From an optimization exercise on the open Yosys and OpenROAD flow, aimed at small area; shortcuts taken in it are not production practice.
The RTL was checked by simulation tests, not by an equivalence proof against the original design.
No activity file was given, so power comes from the tool's default toggle rates.

==> flow/design.v <==
`timescale 1ns/1ps
module cpu (
	input  logic        clk,
	input  logic        rst_n,
	output logic [15:0] pc,
	input  logic [15:0] instr,
	output logic        hlt,
	output logic        dmem_valid,
	output logic        dmem_write,
	output logic [15:0] dmem_addr,
	output logic [15:0] dmem_wdata,
	input  logic        dmem_ready,
	input  logic [15:0] dmem_rdata
);
	localparam logic [2:0] S_EX0  = 3'd1;
	localparam logic [2:0] S_EX1  = 3'd7;
	localparam logic [2:0] S_EX2  = 3'd4;
	localparam logic [2:0] S_MEM  = 3'd5;
	localparam logic [2:0] S_MEMW = 3'd3;
	localparam logic [2:0] S_CLR  = 3'd0;
	localparam logic [2:0] S_HALT = 3'd2;
	localparam logic [2:0] S_PC   = 3'd6;
	logic [3:0]   cnt;
	logic [2:0]   st;
	logic [15:1]  pcr;
	logic [15:1]  a;
	logic [15:0]  t;
	logic [239:0] rf;
	logic         z, n, v, c;
	logic         tk;
	wire [3:0] op   = instr[15:12];
	wire [3:0] f_rd = instr[11:8];
	wire [3:0] f_rs = instr[7:4];
	wire [3:0] f_rt = instr[3:0];
	wire first = (cnt == 4'd0);
	wire last  = (cnt == 4'd15);
	wire ex0 = (st == S_EX0);
	wire ex1 = (st == S_EX1);
	wire ex2 = (st == S_EX2);
	wire mem = (st == S_MEM);
	wire clr = (st == S_CLR);
	wire ppc = (st == S_PC);
	wire is_addsub = (op[3:1] == 3'b000);
	wire is_sub    = (op == 4'h1);
	wire is_xor    = (op == 4'h2);
	wire is_sll    = (op == 4'h4);
	wire is_lw     = (op == 4'h8);
	wire is_sw     = (op == 4'h9);
	wire is_ldi    = (op[3:1] == 3'b101);
	wire is_br     = (op == 4'hC);
	wire is_hlt    = (op == 4'hF);
	logic cond;
	always_comb begin
		case (instr[11:9])
			3'd0: cond = ~z;
			3'd1: cond = z;
			3'd2: cond = ~z & ~n;
			3'd3: cond = n;
			3'd4: cond = z | ~n;
			3'd5: cond = z | n;
			3'd6: cond = v;
			default: cond = 1'b1;
		endcase
	end
	logic [3:0] ridx;
	always_comb begin
		if (ex0) begin
			if (op[3]) ridx = is_lw ? f_rs : f_rd;
			else       ridx = is_sll ? f_rs : f_rt;
		end else begin
			ridx = f_rs;
		end
	end
	logic [15:0] rlsb;
	always_comb begin
		rlsb[0] = 1'b0;
		for (int k = 1; k < 16; k++) rlsb[k] = rf[16*(k-1)];
	end
	logic [3:0] rl1;
	always_comb
		for (int g = 0; g < 4; g++) rl1[g] = rlsb[{g[1:0], ridx[1:0]}];
	wire rbit = rl1[ridx[3:2]];
	wire pass_addr = (ex0 & is_lw) | (ex1 & is_sw);
	wire end_ins   = (ex0 & ~is_addsub & ~is_xor & ~is_sll & ~is_lw & ~is_sw) |
		(ex1 & (is_xor | is_sll | is_lw)) | (ex2 & is_addsub);
	logic immbit;
	logic offbit;
	always_comb begin
		case (cnt)
			4'd1: immbit = instr[0];
			4'd2: immbit = instr[1];
			4'd3: immbit = instr[2];
			default: immbit = instr[3];
		endcase
		offbit = cnt[3] ? instr[8] : instr[cnt[2:0]];
	end
	logic add_a;
	logic add_b;
	always_comb begin
		if (ppc) begin
			add_a = pcr[1];
			add_b = tk & t[0];
		end else if (pass_addr) begin
			add_a = rbit;
			add_b = ~first & immbit;
		end else begin
			add_a = rbit;
			add_b = t[0] ^ is_sub;
		end
	end
	wire cin  = first ? (ppc | (is_sub & ~pass_addr)) : c;
	wire sum  = add_a ^ add_b ^ cin;
	wire cout = (add_a & add_b) | (cin & (add_a ^ add_b));
	wire ovf  = (add_a == add_b) & (sum != add_a);
	wire ge  = (cnt >= f_rt);
	wire sat = last ? n : ~n;
	logic wbit;
	logic wen;
	always_comb begin
		wbit = 1'b0;
		wen  = 1'b0;
		if (clr) begin
			wen = 1'b1;
		end else if (ex0 & is_ldi) begin
			wen  = 1'b1;
			wbit = (cnt[3] ^ op[0]) ? instr[cnt[2:0]] : rbit;
		end else if (ex1 & is_xor) begin
			wen  = 1'b1;
			wbit = rbit ^ t[0];
		end else if (ex1 & is_sll) begin
			wen  = 1'b1;
			wbit = ge & t[0];
		end else if (ex1 & is_lw) begin
			wen  = 1'b1;
			wbit = t[0];
		end else if (ex2 & is_addsub) begin
			wen  = 1'b1;
			wbit = v ? sat : sum;
		end
	end
	wire zpass = (ex1 & (is_xor | is_sll)) | (ex2 & is_addsub);
	always_ff @(posedge clk) begin
		for (int k = 1; k < 16; k++) begin
			rf[16*(k-1) +: 16] <= {(wen & (clr | f_rd == k[3:0])) ? wbit : rf[16*(k-1)],
				rf[16*(k-1)+1 +: 15]};
		end
	end
	always_ff @(posedge clk) begin
		if (pass_addr) a <= {sum, a[15:2]};
		if ((ppc | clr) & ~last) pcr <= {sum & ~clr, pcr[15:2]};
	end
	wire t_ld = mem & dmem_ready;
	wire t_sh = ~mem & (st != S_MEMW) & ~(ex1 & is_sll & ~ge);
	always_ff @(posedge clk) begin
		if (t_ld)      t <= dmem_rdata;
		else if (t_sh) t <= {ex0 ? (is_br ? offbit : rbit) : t[0], t[15:1]};
	end
	always_ff @(posedge clk) begin
		c <= cout;
		if (ex0) tk <= is_br & cond;
		if (clr) begin
			z <= 1'b0;
			n <= 1'b0;
			v <= 1'b0;
		end else begin
			if (zpass) z <= (first | z) & ~wbit;
			if (ex1 & is_addsub & last) begin
				n <= add_a;
				v <= ovf;
			end
			if (ex2 & is_addsub & last) n <= wbit;
		end
	end
	logic [2:0] st_nx;
	always_comb begin
		st_nx = st;
		case (st)
			S_CLR:  if (last) st_nx = S_EX0;
			S_EX0:  if (is_hlt) st_nx = S_HALT;
				else if (last) st_nx = end_ins ? S_PC : is_lw ? S_MEM : S_EX1;
			S_EX1:  if (last) st_nx = end_ins ? S_PC : is_sw ? S_MEM : S_EX2;
			S_EX2:  if (last) st_nx = S_PC;
			S_PC:   if (last) st_nx = S_EX0;
			S_MEM:  if (dmem_ready) st_nx = !last ? S_MEMW : is_lw ? S_EX1 : S_PC;
			S_MEMW: if (last) st_nx = is_lw ? S_EX1 : S_PC;
			default: st_nx = st;
		endcase
	end
	always_ff @(posedge clk) begin
		if (!rst_n) begin
			st  <= S_CLR;
			cnt <= 4'd0;
		end else begin
			st  <= st_nx;
			cnt <= cnt + 4'd1;
		end
	end
	assign pc         = {pcr, 1'b0};
	assign hlt        = (st == S_HALT);
	assign dmem_valid = mem;
	assign dmem_write = op[0];
	assign dmem_addr  = {a, 1'b0};
	assign dmem_wdata = t;
endmodule
clock: 10.0 ns
lec_check: 0
abc_area: 1
cap_margin: 20
core_margin: 2
core_utilization: 40
slew_margin: 20
standard.sh (not shown) runs the stock make flow with config.mk's settings and CLKGATE_MAP_FILE= SYNTH_SCRIPT=/design/flow/synth_recipe.tcl, a recipe that flattens the netlist after the stock synthesis.
==> flow/flow/run.sh <==
#!/bin/bash
# The standard ORFS flow (standard.sh), with:
#  - an area-oriented ABC script for mapping the combinational logic
#    (registers are mapped before ABC runs, so they are the standard ones)
#  - no extraction of half/full adder cells before ABC (ABC maps them better)
#  - buf_1 cells as the port buffers
#  - a clock tree of clkbuf_4 cells without dummy loads
set -euo pipefail
rm -rf scripts_area
cp -r "$FLOW_HOME/scripts" scripts_area
cp flow/abc_area.script scripts_area/abc_area.script
export BUFFER_PORTS_ARGS="-buffer_cell sky130_fd_sc_hd__buf_1"
export CTS_ARGS="-sink_clustering_enable -repair_clock_nets -dont_use_dummy_load -buf_list sky130_fd_sc_hd__clkbuf_4 -sink_clustering_size 12 -sink_clustering_max_diameter 50"
bash standard.sh SCRIPTS_DIR="$PWD/scripts_area" ADDER_MAP_FILE= finish > standard.log 2>&1
==> flow/flow/abc_area.script <==
strash
dc2
dc2
dc2
&get -n
&dch -f
&nf -a -R 1000
&put
==> next run, changes <==
--- a/flow/design.v
+++ b/flow/design.v
@@ -144,11 +144,11 @@
 			rf[16*(k-1) +: 16] <= {(wen & (clr | f_rd == k[3:0])) ? wbit : rf[16*(k-1)],
 				rf[16*(k-1)+1 +: 15]};
 		end
 	end
 	always_ff @(posedge clk) begin
-		if (pass_addr) a <= {sum, a[15:2]};
+		if (pass_addr & ~first) a <= {sum, a[15:2]};
 		if ((ppc | clr) & ~last) pcr <= {sum & ~clr, pcr[15:2]};
 	end
 	wire t_ld = mem & dmem_ready;
 	wire t_sh = ~mem & (st != S_MEMW) & ~(ex1 & is_sll & ~ge);
 	always_ff @(posedge clk) begin
Synthesized cell count went up by 2.4%.
Core utilization went up by 0.13 points.
Sequential share of layout area went down by 0.21 points.
Hold slack gains 0.012 ns.
Clock-buffer cell count is unchanged.
Die area barely changes.
Area after synthesis is about the same.
Non-clock buffer count stays the same.
Power went down by about 1.5%.
First-iteration DRC count went up by 14%.
Flip-flop and latch count stays the same.
Worst setup slack loses 0.87 ns.
Routed wire length went up by 2.2%.
Critical path depth went up by 1.

## re-timing with driven ports
The results above use ideal ports. As a check the final layouts listed here were re-extracted and re-timed, cells and wires unchanged.
Step 1, drivers: a clkbuf_16 drives clk and a buf_2 each remaining input, both assumed.
Step 2 also shifts input and output timing later by t, the mid clock arrival at the registers, as if the neighbouring blocks saw the same clock.
Slacks: ideal ports / drivers / drivers and shift; pairs: ideal ports / drivers.
| run | t (ns) | setup slack, ns | worst hold slack (ns) | clock arrival spread, ns | slew at the worst register clock pin (ns) |
|---|---|---|---|---|---|
| the first run | 0.665 | 4.162 / 4.153 / 3.487 | 0.256 / 0.256 / 0.256 | 0.097 / 0.097 | 0.12 / 0.12 |
| the second run | 0.657 | 3.294 / 3.282 / 2.624 | 0.268 / 0.268 / 0.268 | 0.075 / 0.075 | 0.12 / 0.12 |
After both steps setup and hold are still met in every run listed. For the first run, which loses most, drivers alone change the setup slack by -0.009 ns; drivers and shift together by -0.675 ns.
